From an optimization exercise on the open Yosys and OpenROAD flow, aimed at small area, a short achievable clock period and few clock cycles per item; shortcuts taken in it are not production practice.
Only simulation tests tie the RTL to the original design; equivalence was not proved.

<file path="design/flow/design.v">
package sha256_pkg;
  localparam int BLOCK_W = 512;
  localparam int HASH_W  = 256;
  localparam logic [HASH_W-1:0] SHA256_IV =
    256'h6a09e667_bb67ae85_3c6ef372_a54ff53a_510e527f_9b05688c_1f83d9ab_5be0cd19;
  typedef enum logic [1:0] {
    IDLE   = 2'd0,
    RUN    = 2'd1,
    DRAIN  = 2'd2,
    DIGEST = 2'd3
  } ctrl_state_e;
endpackage
module sha256_stream_core (
  input  logic         clk,
  input  logic         rst_n,
  input  logic         blk_valid,
  output logic         blk_ready,
  input  logic [511:0] blk_data,
  input  logic         blk_first,
  input  logic         blk_last,
  output logic         digest_valid,
  input  logic         digest_ready,
  output logic [255:0] digest,
  output logic         error,
  output logic [15:0]  block_count
);
  localparam logic [255:0] IV = sha256_pkg::SHA256_IV;
  function automatic logic [31:0] kconst(input logic [5:0] i);
    case (i)
      6'd0:  kconst = 32'h428a2f98; 6'd1:  kconst = 32'h71374491; 6'd2:  kconst = 32'hb5c0fbcf; 6'd3:  kconst = 32'he9b5dba5;
      6'd4:  kconst = 32'h3956c25b; 6'd5:  kconst = 32'h59f111f1; 6'd6:  kconst = 32'h923f82a4; 6'd7:  kconst = 32'hab1c5ed5;
      6'd8:  kconst = 32'hd807aa98; 6'd9:  kconst = 32'h12835b01; 6'd10: kconst = 32'h243185be; 6'd11: kconst = 32'h550c7dc3;
      6'd12: kconst = 32'h72be5d74; 6'd13: kconst = 32'h80deb1fe; 6'd14: kconst = 32'h9bdc06a7; 6'd15: kconst = 32'hc19bf174;
      6'd16: kconst = 32'he49b69c1; 6'd17: kconst = 32'hefbe4786; 6'd18: kconst = 32'h0fc19dc6; 6'd19: kconst = 32'h240ca1cc;
      6'd20: kconst = 32'h2de92c6f; 6'd21: kconst = 32'h4a7484aa; 6'd22: kconst = 32'h5cb0a9dc; 6'd23: kconst = 32'h76f988da;
      6'd24: kconst = 32'h983e5152; 6'd25: kconst = 32'ha831c66d; 6'd26: kconst = 32'hb00327c8; 6'd27: kconst = 32'hbf597fc7;
      6'd28: kconst = 32'hc6e00bf3; 6'd29: kconst = 32'hd5a79147; 6'd30: kconst = 32'h06ca6351; 6'd31: kconst = 32'h14292967;
      6'd32: kconst = 32'h27b70a85; 6'd33: kconst = 32'h2e1b2138; 6'd34: kconst = 32'h4d2c6dfc; 6'd35: kconst = 32'h53380d13;
      6'd36: kconst = 32'h650a7354; 6'd37: kconst = 32'h766a0abb; 6'd38: kconst = 32'h81c2c92e; 6'd39: kconst = 32'h92722c85;
      6'd40: kconst = 32'ha2bfe8a1; 6'd41: kconst = 32'ha81a664b; 6'd42: kconst = 32'hc24b8b70; 6'd43: kconst = 32'hc76c51a3;
      6'd44: kconst = 32'hd192e819; 6'd45: kconst = 32'hd6990624; 6'd46: kconst = 32'hf40e3585; 6'd47: kconst = 32'h106aa070;
      6'd48: kconst = 32'h19a4c116; 6'd49: kconst = 32'h1e376c08; 6'd50: kconst = 32'h2748774c; 6'd51: kconst = 32'h34b0bcb5;
      6'd52: kconst = 32'h391c0cb3; 6'd53: kconst = 32'h4ed8aa4a; 6'd54: kconst = 32'h5b9cca4f; 6'd55: kconst = 32'h682e6ff3;
      6'd56: kconst = 32'h748f82ee; 6'd57: kconst = 32'h78a5636f; 6'd58: kconst = 32'h84c87814; 6'd59: kconst = 32'h8cc70208;
      6'd60: kconst = 32'h90befffa; 6'd61: kconst = 32'ha4506ceb; 6'd62: kconst = 32'hbef9a3f7; default: kconst = 32'hc67178f2;
    endcase
  endfunction
  logic        run;         
  logic [5:0]  rnd;         
  logic [1:0]  ph;          
  logic        loaded;      
  logic        pend_ff;     
  logic        inc;         
  logic        sf_act;      
  logic        dig_pend;    
  logic        chain_ok;    
  logic        nf, nl;      
  logic        cf, cl;      
  logic        cerr;        
  logic        ff_iv;       
  logic [15:0] cnt;
  logic        err;
  logic late, fast_word, slow_word, do_word, fin, start, chain_eff, use_iv, accept;
  assign late      = run & (rnd[5:2] == 4'hf) & (ph != 2'd0);            
  assign fast_word = late & ((rnd[1:0] == 2'd1) ? ~dig_pend : inc);
  assign slow_word = pend_ff & ~inc & ~dig_pend & ((ph == 2'd0) | sf_act);
  assign do_word   = fast_word | (pend_ff & inc) | slow_word;
  assign fin       = pend_ff & (inc | (slow_word & (ph == 2'd3)));
  assign start     = loaded & ~run & (~pend_ff | fin);
  assign blk_ready = ~loaded & (run ? ((rnd == 6'd63) & inc) : (~pend_ff | fin));
  assign accept    = blk_valid & blk_ready;
  assign chain_eff = pend_ff ? ~cl : chain_ok;
  assign use_iv    = nf | ~chain_eff;
  assign digest_valid = dig_pend;
  assign error        = err;
  assign block_count  = cnt;
  always_ff @(posedge clk or negedge rst_n) begin
    if (!rst_n) begin
      run <= 1'b0; rnd <= 6'd63; ph <= '0; loaded <= 1'b0; pend_ff <= 1'b0;
      inc <= 1'b0; sf_act <= 1'b0; dig_pend <= 1'b0;
      chain_ok <= 1'b0; nf <= 1'b0; nl <= 1'b0; cf <= 1'b0; cl <= 1'b0;
      cerr <= 1'b0; ff_iv <= 1'b0; cnt <= '0; err <= 1'b0;
    end else begin
      if (accept) begin
        loaded <= 1'b1;
        nf     <= blk_first;
        nl     <= blk_last;
      end else if (start) begin
        loaded <= 1'b0;
      end
      ph <= start ? 2'd0 : ph + 2'd1;
      if (start) begin
        run   <= 1'b1;
        rnd   <= '0;
        cf    <= nf;
        cl    <= nl;
        cerr  <= ~nf & ~chain_eff;
        ff_iv <= use_iv;
      end else if (run) begin
        if (rnd == 6'd63) run <= 1'b0;
        else              rnd <= rnd + 6'd1;
      end
      if (run & (rnd == 6'd61)) inc <= ~dig_pend;
      sf_act <= slow_word & (ph != 2'd3);
      if (run & (rnd == 6'd63)) pend_ff <= 1'b1;
      else if (fin)             pend_ff <= 1'b0;
      if (fin) begin
        chain_ok <= ~cl;
        dig_pend <= cl;
        err      <= cf ? 1'b0 : (err | cerr);
        if (cf)             cnt <= 16'd1;
        else if (cnt != '1) cnt <= cnt + 16'd1;
      end else if (dig_pend & digest_ready) begin
        dig_pend <= 1'b0;
      end
    end
  end
  logic [31:0] w [16];
  logic [31:0] a, b, c, d, e, f, g, h;
  logic [31:0] ps, pc;         
  logic [31:0] hw [8];         
  for (genvar i = 0; i < 8; i++) begin : g_dig
    assign digest[255-32*i -: 32] = hw[i];
  end
  logic [31:0] sm0, sm1, w_new;
  assign sm0   = {w[1][6:0], w[1][31:7]} ^ {w[1][17:0], w[1][31:18]} ^ (w[1] >> 3);
  assign sm1   = {w[14][16:0], w[14][31:17]} ^ {w[14][18:0], w[14][31:19]} ^ (w[14] >> 10);
  assign w_new = sm1 + w[9] + sm0 + w[0];
  always_ff @(posedge clk) begin
    if (blk_ready) begin
      for (int i = 0; i < 16; i++) w[i] <= blk_data[511-32*i -: 32];
    end else begin
      for (int i = 0; i < 15; i++) w[i] <= w[i+1];
      w[15] <= w_new;
    end
  end
  function automatic logic [31:0] fa_s(input logic [31:0] x, input logic [31:0] y, input logic [31:0] z);
    fa_s = x ^ y ^ z;
  endfunction
  function automatic logic [31:0] fa_c(input logic [31:0] x, input logic [31:0] y, input logic [31:0] z);
    fa_c = {(x[30:0] & y[30:0]) | (x[30:0] & z[30:0]) | (y[30:0] & z[30:0]), 1'b0};
  endfunction
  logic [31:0] bs0, bs1, ch, maj, e_new, a_new;
  logic [31:0] s1, c1, s2, c2, s3, c3, s4, c4, s5, c5;
  assign bs1 = {e[5:0], e[31:6]} ^ {e[10:0], e[31:11]} ^ {e[24:0], e[31:25]};
  assign ch  = (e & f) | (~e & g);
  assign bs0 = {a[1:0], a[31:2]} ^ {a[12:0], a[31:13]} ^ {a[21:0], a[31:22]};
  assign maj = (a & (b | c)) | (b & c);
  assign s1 = fa_s(ps, pc, ch);   assign c1 = fa_c(ps, pc, ch);
  assign s4 = fa_s(s1, c1, d);    assign c4 = fa_c(s1, c1, d);
  assign e_new = s4 + c4 + bs1;
  assign s2 = fa_s(bs1, bs0, maj); assign c2 = fa_c(bs1, bs0, maj);
  assign s3 = fa_s(s1, c1, s2);   assign c3 = fa_c(s1, c1, s2);
  assign s5 = fa_s(s3, c3, c2);   assign c5 = fa_c(s3, c3, c2);
  assign a_new = s5 + c5;
  logic [31:0] px, kn;
  assign kn = kconst(rnd + 6'd1);
  assign px = run ? g : (use_iv ? IV[31:0] : hw[7]);
  logic [1:0]  tgt;
  logic [31:0] ba, be, suma, sume;
  assign tgt  = 2'd0 - ph;
  assign ba   = ff_iv ? IV[255-32*tgt -: 32] : hw[tgt];
  assign be   = ff_iv ? IV[127-32*tgt -: 32] : hw[4+tgt];
  assign suma = ba + a;
  assign sume = be + e;
  logic [31:0] ia, ie;
  assign ia = use_iv ? IV[255:224] : (pend_ff ? suma : hw[0]);
  assign ie = use_iv ? IV[127:96]  : (pend_ff ? sume : hw[4]);
  always_ff @(posedge clk) begin
    if (run) begin
      a <= a_new; e <= e_new;
    end else if (start) begin
      a <= ia; e <= ie;
    end else begin
      a <= d; e <= h;
    end
    if (start) begin
      {b, c, d} <= use_iv ? IV[223:128] : {hw[1], hw[2], hw[3]};
      {f, g, h} <= use_iv ? IV[95:0]    : {hw[5], hw[6], hw[7]};
    end else begin
      b <= a; c <= b; d <= c;
      f <= e; g <= f; h <= g;
    end
    ps <= fa_s(px, kn, w[0]);
    pc <= fa_c(px, kn, w[0]);
    if (do_word) begin
      hw[tgt]   <= suma;
      hw[4+tgt] <= sume;
    end
  end
endmodule
</file>
<file path="design/flow/run.sh">
#!/bin/bash
# synth_recipe.tcl (not shown) runs the flow's synth.tcl, then flattens the netlist and writes it again
# the make line also repeats each setting of config.mk as NAME=value (left out here)
make -C /OpenROAD-flow-scripts/flow DESIGN_CONFIG=/design/flow/config.mk WORK_HOME=/design/flow/orfs CLKGATE_MAP_FILE= SYNTH_SCRIPT=/design/flow/synth_recipe.tcl finish
</file>
<file path="design/flow/config.mk">
export PLATFORM = sky130hd
export DESIGN_NAME = sha256_stream_core
export DESIGN_NICKNAME = sha256_stream_core
export VERILOG_FILES = /design/flow/design.v
export SDC_FILE = /design/flow/constraint.sdc
export NUM_CORES = 4
export LEC_CHECK = 0
export CAP_MARGIN = 20
export CORE_MARGIN = 2
export CORE_UTILIZATION = 40
export SLEW_MARGIN = 20
</file>
<file path="design/flow/constraint.sdc">
create_clock -name core_clock -period 11.0 [get_ports {clk}]
set_input_delay 2.2000 -clock core_clock [delete_from_list [all_inputs] [get_ports {clk}]]
set_output_delay 2.2000 -clock core_clock [all_outputs]
set_load 0.01 [all_outputs]
</file>
==> results.txt <==
## state kept, by name, summed over array words and instances (netlist names), 31 cells and up
register  cells
a            32
b            32
c            32
d            32
e            32
f            32
g            32
h            32
hw          256
pc           31
ps           32
w           512
## worst max-delay path, stage by stage, from the launching register on
cell             delay, ns
dfrtp_4               0.58
inv_1                 0.67
ha_1                  0.47
o21ba_2               0.23
and2_1                0.17
o21ai_0               0.18
nand2_1               0.22
nand2_4               0.22
inv_8                 0.45
clkdlybuf4s50_1       0.65
## area by class of cell
type / count / area share
Tap cell: 2030 / 0.03392
Clock inverter: 67 / 0.01398
Clock buffer: 162 / 0.04489
Multi-Input combinational cell: 4914 / 0.4292
Sequential cell: 1125 / 0.3377
Antenna cell: 16 / 0.0005346
Timing Repair Buffer: 865 / 0.1138
Inverter: 516 / 0.02596
## cell families after synthesis
group / after synthesis / share of synthesized area
and+or+nand+nor: 2711 / 0.1800
AOI/OAI and AO/OA: 1204 / 0.1239
DFF: 1125 / 0.4162
buffers and inverters: 921 / 0.05765
adders and majority gates: 465 / 0.1301
xor gates and xnor gates: 401 / 0.05781
muxes: 133 / 0.03437
## cell usage after synthesis (107+ instances only)
library cell  count  area share
dfxtp_1         831        0.27
fa_1            278       0.092
ha_1            186       0.038
nand3_1         134       0.011
a21oi_1         275       0.023
nand2_1        2120        0.13
xnor2_1         294       0.042
nor2_1          228       0.014
clkbuf_1        326       0.020
xor2_1          107       0.015
edfxtp_1        256        0.13
o21ai_0         408       0.034
inv_1           513       0.032
## per-stage QoR
step,std cells,util,hold slack (ns),area [um2]
after floorplan,6960,-,0.3988,60750
after global placement,9450,0.4653,0.4032,70440
after detailed placement,9450,0.4653,0.4036,70440
after CTS,9679,0.4945,0.3903,74850
after global routing,9690,0.4947,0.4299,74880
final,9695,0.4947,0.4120,74890
## routing by layer
layer / GRT usage / routed length, um
met5: 0 / 295
met4: 0.1988 / 18860
met3: 0.06527 / 20710
met2: 0.5486 / 124900
met1: 0.3982 / 100200
## worst paths after layout
kind	from	end	slack [ns]	cells after the start
worst min-delay path	w[13][31]$_DFF_P_	w[12][31]$_DFF_P_	0.41	2
worst max-delay path	ph[0]$_DFF_PN0_	blk_ready	4.09	9
worst max register to register	ph[0]$_DFF_PN0_	a[28]$_DFF_P_	4.41	15
min in group asynchronous	rst_n	ph[0]$_DFF_PN0_	1.51	2
max in group asynchronous	rst_n	run$_DFF_PN0_	8.87	2
worst min register to register	w[13][31]$_DFF_P_	w[12][31]$_DFF_P_	0.41	2
==> qor.yml <==
outcome:
  status: "complete, no violations"
clock_network:
  ctsRootBufferMaster: "clkbuf_16"
  post_cts_buffers: 0
  clk_path_buf_depth: 3
  clk_pin_slew_worst_paths_ns: 0.06
  numCtsBuffers: 120
  clkLatencyLatePin_ns: 0.81
  cts-resized-gates: 0
  hold_buffers: 0
  cts.sinks: 1125
  htreeDepth: 3
  cts_tree: "built"
yosys:
  synth_cell_types: 88
  syn_avg_cell_area_um2: 8.728
  syn_nets: 7942
  yosys_warnings: 2
  async_flop_share: 0.03378
  synth_ff_type: "dfxtp_1"
  yosys_register_bits: 1125
  ys_seq_area_frac: 0.4162
  netlist_instances: 6960
  synth_area_mm2: 0.06075
  synth_edf_count: 256
grt:
  grt_pass1_wl_um: 371800
  track_usage: 0.3312
  grt_pass1_vias: 51470
  antenna_found_initial: 47
  grt-ovfl-total: 0
  grt_max_degree: 200
sta:
  finalSetupViolCount: 0
  fin_crit_ns: 6.912
  fin_crit_sh: 0.6284
  finClkSkew_ns: 0.07647
  fin_ws_ns: 4.088
  finalHoldViolCount: 0
  final-max-slew-violation-count: 0
  fmax_ghz: 0.1447
  worst_slew_pin_slew_ns: 1.194
  rsz0062_at_grt: "false"
  timing.slew.headroom: 0.1934
  fin_setup_tns_ns: 0
place:
  gp_congestion: 1.040
  dp_hpwl_um: 206100
  numPortBuffers: 792
  pre_cts_slack_ns: 4.651
routing:
  routed_wl_um: 265000
  post_drt_wl_per_cell_um: 27.33
  drt_pass1_iterations: 6
  route.detailed.drc: 0
  antenna_left: 0
  vias: 53080
  via_per_inst: 5.475
  drt_iter0_drc: 5383
cells_and_area:
  drive_gt1_frac: 0.05661
  layout_commonest_cell: "nand2_1"
  fillers: 14500
  area_delta_synth_final_pct: 23.27
  final_cell_mix: "2117 x nand2_1, 831 x dfxtp_1, 791 x clkdlybuf4s50_1"
  regArea_mm2: 0.02529
  nNetsFinal: 8524
  multiInputGateArea_mm2: 0.03214
die:
  rows: 143
  initial_core_util: 0.4013
  core_area_mm2: 0.1514
  die_height_um: 393.7
  io_pins: 793
  fp.dieW_um: 393.7
  dieArea_mm2: 0.1550
critical_path:
  worstPathRequired_ns: 8.80
  arrival_ns: 4.71
  endpoint_kind: "output pin"
  critical_path_class: "flop to output pin"
  crit_fanout: 94
  start_kind: "flop"
job:
  cap_violations: 0
min_path:
  hp-class: "flop to flop"
Testbench counts, summed over its fixed seeds: cycles 124,824, blocks 1,920.

[port drivers added, routing unchanged]
In the flow no input, the clock included, has a driving cell. The finished layout below was timed again as built, in two steps. Step 1 (the two cells are an assumption about what drives the block):
set clk [get_ports {clk}]
set_driving_cell -lib_cell sky130_fd_sc_hd__clkbuf_16 $clk
set_driving_cell -lib_cell sky130_fd_sc_hd__buf_2 [delete_from_list [all_inputs] $clk]
Step 2 also shifts input and output timing later by t, the mid clock arrival at the registers, as if the neighbouring blocks saw the same clock. a / b / c = no drivers / after step 1 / after step 2; a / b = the first two.
shift t [ns]: 0.848
setup WS [ns]: 4.088 / 4.009 / 4.405
worst data-port slew with drivers (ns): 0.18
After both steps this run still meets setup and hold. For this run, drivers alone change the setup slack by -0.079 ns; drivers and shift together by +0.317 ns.
